Background: an optimization exercise with open tools, aiming at small area, a short achievable clock period and few clock cycles per item. Do not read the settings as production practice. In this exercise RTL edits were held to simulation tests only and were not proved equivalent to the original. No activity file was given, so power comes from the tool's default toggle rates.

==> flow/design.v (excerpt) <==
module conv_core
(
	input  logic      clk,
	input  logic      rst,
	input  logic      csr_wr,
	input  logic      csr_rd,
	input  conv_pkg::csr_addr_t csr_addr,
	input  conv_pkg::csr_data_t csr_wdata,
	output logic      csr_rd_vld,
	output conv_pkg::csr_data_t csr_rdata,
	input  logic      dat_vld,
	input  conv_pkg::dat_vec_t  dat,
	input  conv_pkg::dat_vec_t  wt,
	input  logic      last,
	input  conv_pkg::dat_t      res,
	output logic      out_vld,
	output conv_pkg::dat_t      out_dat
);
	logic        relu_en;
	logic        res_en;
	logic [4:0]  out_shift;
	logic        acc_vld;
	logic [23:0] acc_a;
	logic [23:0] acc_b;
	logic [7:0]  acc_res;
	conv_csr u_csr (
		.clk        (clk),
		.rst        (rst),
		.csr_wr     (csr_wr),
		.csr_rd     (csr_rd),
		.csr_addr   (csr_addr),
		.csr_wdata  (csr_wdata),
		.csr_rd_vld (csr_rd_vld),
		.csr_rdata  (csr_rdata),
		.relu_en    (relu_en),
		.res_en     (res_en),
		.out_shift  (out_shift)
	);
	conv_mac u_mac (
		.clk     (clk),
		.rst     (rst),
		.dat_vld (dat_vld),
		.dat     (dat),
		.wt      (wt),
		.last    (last),
		.res     (res),
		.acc_vld (acc_vld),
		.acc_a   (acc_a),
		.acc_b   (acc_b),
		.acc_res (acc_res)
	);
	conv_requant u_requant (
		.clk       (clk),
		.rst       (rst),
		.acc_vld   (acc_vld),
		.acc_a     (acc_a),
		.acc_b     (acc_b),
		.acc_res   (acc_res),
		.relu_en   (relu_en),
		.res_en    (res_en),
		.out_shift (out_shift),
		.out_vld   (out_vld),
		.out_dat   (out_dat)
	);
endmodule
For scale: ~2200 cells after synthesis, ~360 flip-flops, ~25000 sq um of cells after synthesis.
clock: 11.0 ns
lec_check: 0
cap_margin: 20
core_margin: 2
core_utilization: 40
slew_margin: 20
synth_hierarchical: 1
standard.sh (not shown) runs the stock make flow with config.mk's settings and CLKGATE_MAP_FILE= SYNTH_SCRIPT=/design/flow/synth_recipe.tcl, a recipe that flattens the netlist after the stock synthesis.
==> flow/flow/run.sh <==
#!/bin/bash
# The standard layout with three changes to how it is made: small port
# buffers in place of the default delay cells, clock-tree synthesis with
# larger sink clusters and no dummy loads, and timing repair that aims for
# 7.7 ns of setup slack on the 11 ns clock.
set -euo pipefail
bash standard.sh \
	"BUFFER_PORTS_ARGS=-buffer_cell sky130_fd_sc_hd__buf_1" \
	"CTS_ARGS=-sink_clustering_enable -repair_clock_nets -dont_use_dummy_load -sink_clustering_size 30 -sink_clustering_max_diameter 100" \
	SETUP_SLACK_MARGIN=7.7 \
	finish > standard.log 2>&1
Testbench counts at the start, summed over its fixed seeds: cycles 16,701, beats 16,661.
Next try:
==> flow/flow/run.sh (replaced) <==
#!/bin/bash
# The standard layout with three changes to how it is made: small port
# buffers in place of the default delay cells, clock-tree synthesis with
# larger sink clusters and no dummy loads, and timing repair that aims for
# 7.8 ns of setup slack on the 11 ns clock.
set -euo pipefail
bash standard.sh \
	"BUFFER_PORTS_ARGS=-buffer_cell sky130_fd_sc_hd__buf_1" \
	"CTS_ARGS=-sink_clustering_enable -repair_clock_nets -dont_use_dummy_load -sink_clustering_size 30 -sink_clustering_max_diameter 100" \
	SETUP_SLACK_MARGIN=7.8 \
	finish > standard.log 2>&1
--- a/flow/config.mk
+++ b/flow/config.mk
@@ -8,5 +8,5 @@
 export CAP_MARGIN = 20
 export CORE_MARGIN = 2
-export CORE_UTILIZATION = 40
+export CORE_UTILIZATION = 55
 export SLEW_MARGIN = 20
 export SYNTH_HIERARCHICAL = 1
Fmax barely changes.
Combinational power went up by about 3%.
Power went up by 0.94%.
Sequential power stays flat.
Worst hold slack is worse by 0.011 ns.

* * *

the previous run:
Starting RTL as in the previous note.
clock: 11.0 ns
lec_check: 0
cap_margin: 20
core_margin: 2
core_utilization: 40
place_density: 0.8
slew_margin: 20
synth_hierarchical: 1
==> flow/flow/run.sh <==
#!/bin/bash
# The standard layout with three changes to how it is made: small port
# buffers in place of the default delay cells, clock-tree synthesis with
# larger sink clusters and no dummy loads, and timing repair that aims for
# 7.8 ns of setup slack on the 11 ns clock.
set -euo pipefail
bash standard.sh \
	"BUFFER_PORTS_ARGS=-buffer_cell sky130_fd_sc_hd__buf_1" \
	"CTS_ARGS=-sink_clustering_enable -repair_clock_nets -dont_use_dummy_load -sink_clustering_size 30 -sink_clustering_max_diameter 100" \
	SETUP_SLACK_MARGIN=7.8 \
	finish > standard.log 2>&1
Testbench counts of the previous run, summed over its fixed seeds: cycles 16,701, beats 16,661.
Input-level comparison between the current run and the previous run:
Settings: PLACE_DENSITY no longer set, was 0.8.
diff --git a/flow/flow/run.sh b/flow/flow/run.sh
--- a/flow/flow/run.sh
+++ b/flow/flow/run.sh
@@ -5 +5 @@
-# 7.8 ns of setup slack on the 11 ns clock.
+# 7.6 ns of setup slack on the 11 ns clock.
@@ -10 +10 @@
-	SETUP_SLACK_MARGIN=7.8 \
+	SETUP_SLACK_MARGIN=7.6 \
### Flow results
- The current run vs. the previous run: proportion of power drawn by the clock network up 0.4 points; worst slack after detailed placement down 0.090 ns.
- The current run vs the previous run — flip-flop and latch area dropped 91 um2.

* * *

Starting RTL as in the previous note.
clock: 11.0 ns
lec_check: 0
cap_margin: 20
core_margin: 2
core_utilization: 40
slew_margin: 20
synth_hierarchical: 1
tns_end_percent: 5
==> flow/flow/run.sh <==
#!/bin/bash
# The standard layout with three changes to how it is made: small port
# buffers in place of the default delay cells, clock-tree synthesis with
# larger sink clusters and no dummy loads, and timing repair that aims for
# 7.8 ns of setup slack on the 11 ns clock.
set -euo pipefail
bash standard.sh \
	"BUFFER_PORTS_ARGS=-buffer_cell sky130_fd_sc_hd__buf_1" \
	"CTS_ARGS=-sink_clustering_enable -repair_clock_nets -dont_use_dummy_load -sink_clustering_size 30 -sink_clustering_max_diameter 100" \
	SETUP_SLACK_MARGIN=7.8 \
	finish > standard.log 2>&1
The first run completed without violations.
Testbench counts at the start, summed over its fixed seeds: cycles 16,701, beats 16,661.
Then changed:
- CORE_UTILIZATION: 40 -> 70
- TNS_END_PERCENT: 5 -> unset
What happened: The new run passed the timing, design-rule and antenna checks. Clock skew came out lower by 32 ps. Core utilization came out higher by 32 points. Total power came out higher by about 2.1%. Worst setup slack barely changes. Maximum frequency is about the same. Final cell count came out lower by about 11%. Sequential power hardly moves. Critical path depth came out higher by 11.
Then changed:
- CORE_UTILIZATION: 70 -> 40
- TNS_END_PERCENT: unset -> 10
Routed wire length goes up by about 3%.
Utilization goes down by 32 points.
Cell area goes up by 1.2%.
Sequential power barely changes.
Non-clock buffer count goes down by 4.
Then changed:
==> flow/flow/run.sh (replaced) <==
#!/bin/bash
# The standard layout with three changes to how it is made: small port
# buffers in place of the default delay cells, clock-tree synthesis with
# larger sink clusters and no dummy loads, and timing repair that aims for
# 7.9 ns of setup slack on the 11 ns clock.
set -euo pipefail
bash standard.sh \
	"BUFFER_PORTS_ARGS=-buffer_cell sky130_fd_sc_hd__buf_1" \
	"CTS_ARGS=-sink_clustering_enable -repair_clock_nets -dont_use_dummy_load -sink_clustering_size 30 -sink_clustering_max_diameter 100" \
	SETUP_SLACK_MARGIN=7.9 \
	finish > standard.log 2>&1
Result: Critical path depth stays the same. Design area is about the same. Maximum frequency climbs by 0.81%. Non-clock buffer count rises by 6.
Then changed:
==> flow/flow/run.sh (replaced) <==
#!/bin/bash
# The standard layout with three changes to how it is made: small port
# buffers in place of the default delay cells, clock-tree synthesis with
# larger sink clusters and no dummy loads, and timing repair that aims for
# 7.8 ns of setup slack on the 11 ns clock.
set -euo pipefail
bash standard.sh \
	"BUFFER_PORTS_ARGS=-buffer_cell sky130_fd_sc_hd__buf_1" \
	"CTS_ARGS=-sink_clustering_enable -repair_clock_nets -dont_use_dummy_load -sink_clustering_size 30 -sink_clustering_max_diameter 100" \
	SETUP_SLACK_MARGIN=7.8 \
	finish > standard.log 2>&1
- TNS_END_PERCENT: 10 -> 40
=> Utilization is about the same. Sequential share of layout area came out lower by 0.24 points. Sequential power is about the same. Critical path depth is unchanged. Clock skew came out lower by 15 ps.

-- separate check: timing with driven ports --
No port has a modelled driver above. Below, the same layouts with a new extraction and two added sets of constraints. Step 1 assumes that a clkbuf_16 drives the clock port and a buf_2 every other input. Step 2 times the ports against the registers' clock, not the clock port: input delays grow and output delays shrink by t, the midpoint of the rising clock arrivals with the driver on. Three values: ideal ports, drivers, drivers and shift; two values: the first two.
| run | t (ns) | slack for setup (ns) | hold slack, ns |
|---|---|---|---|
| the first run of note 1 | 0.609 | 7.745 / 7.686 / 7.745 | 0.338 / 0.338 / 0.338 |
| the second run of note 1 | 0.589 | 7.738 / 7.682 / 7.671 | 0.326 / 0.326 / 0.326 |
| the previous run | 0.600 | 7.717 / 7.695 / 7.646 | 0.291 / 0.291 / 0.291 |
| the current run | 0.611 | 7.691 / 7.631 / 7.698 | 0.338 / 0.338 / 0.338 |
| the first run of note 3 | 0.609 | 7.746 / 7.686 / 7.758 | 0.337 / 0.337 / 0.337 |
| the second run of note 3 | 0.568 | 7.745 / 7.694 / 7.621 | 0.336 / 0.336 / 0.336 |
| the third run of note 3 | 0.610 | 7.745 / 7.685 / 7.793 | 0.338 / 0.338 / 0.338 |
| the fourth run of note 3 | 0.603 | 7.771 / 7.712 / 7.780 | 0.335 / 0.335 / 0.335 |
| the fifth run of note 3 | 0.609 | 7.742 / 7.682 / 7.786 | 0.338 / 0.338 / 0.338 |
After both steps every run listed still meets setup and hold. The setup slack of the second run of note 3, which loses most, moves by -0.051 ns with the drivers and by -0.124 ns with both steps.
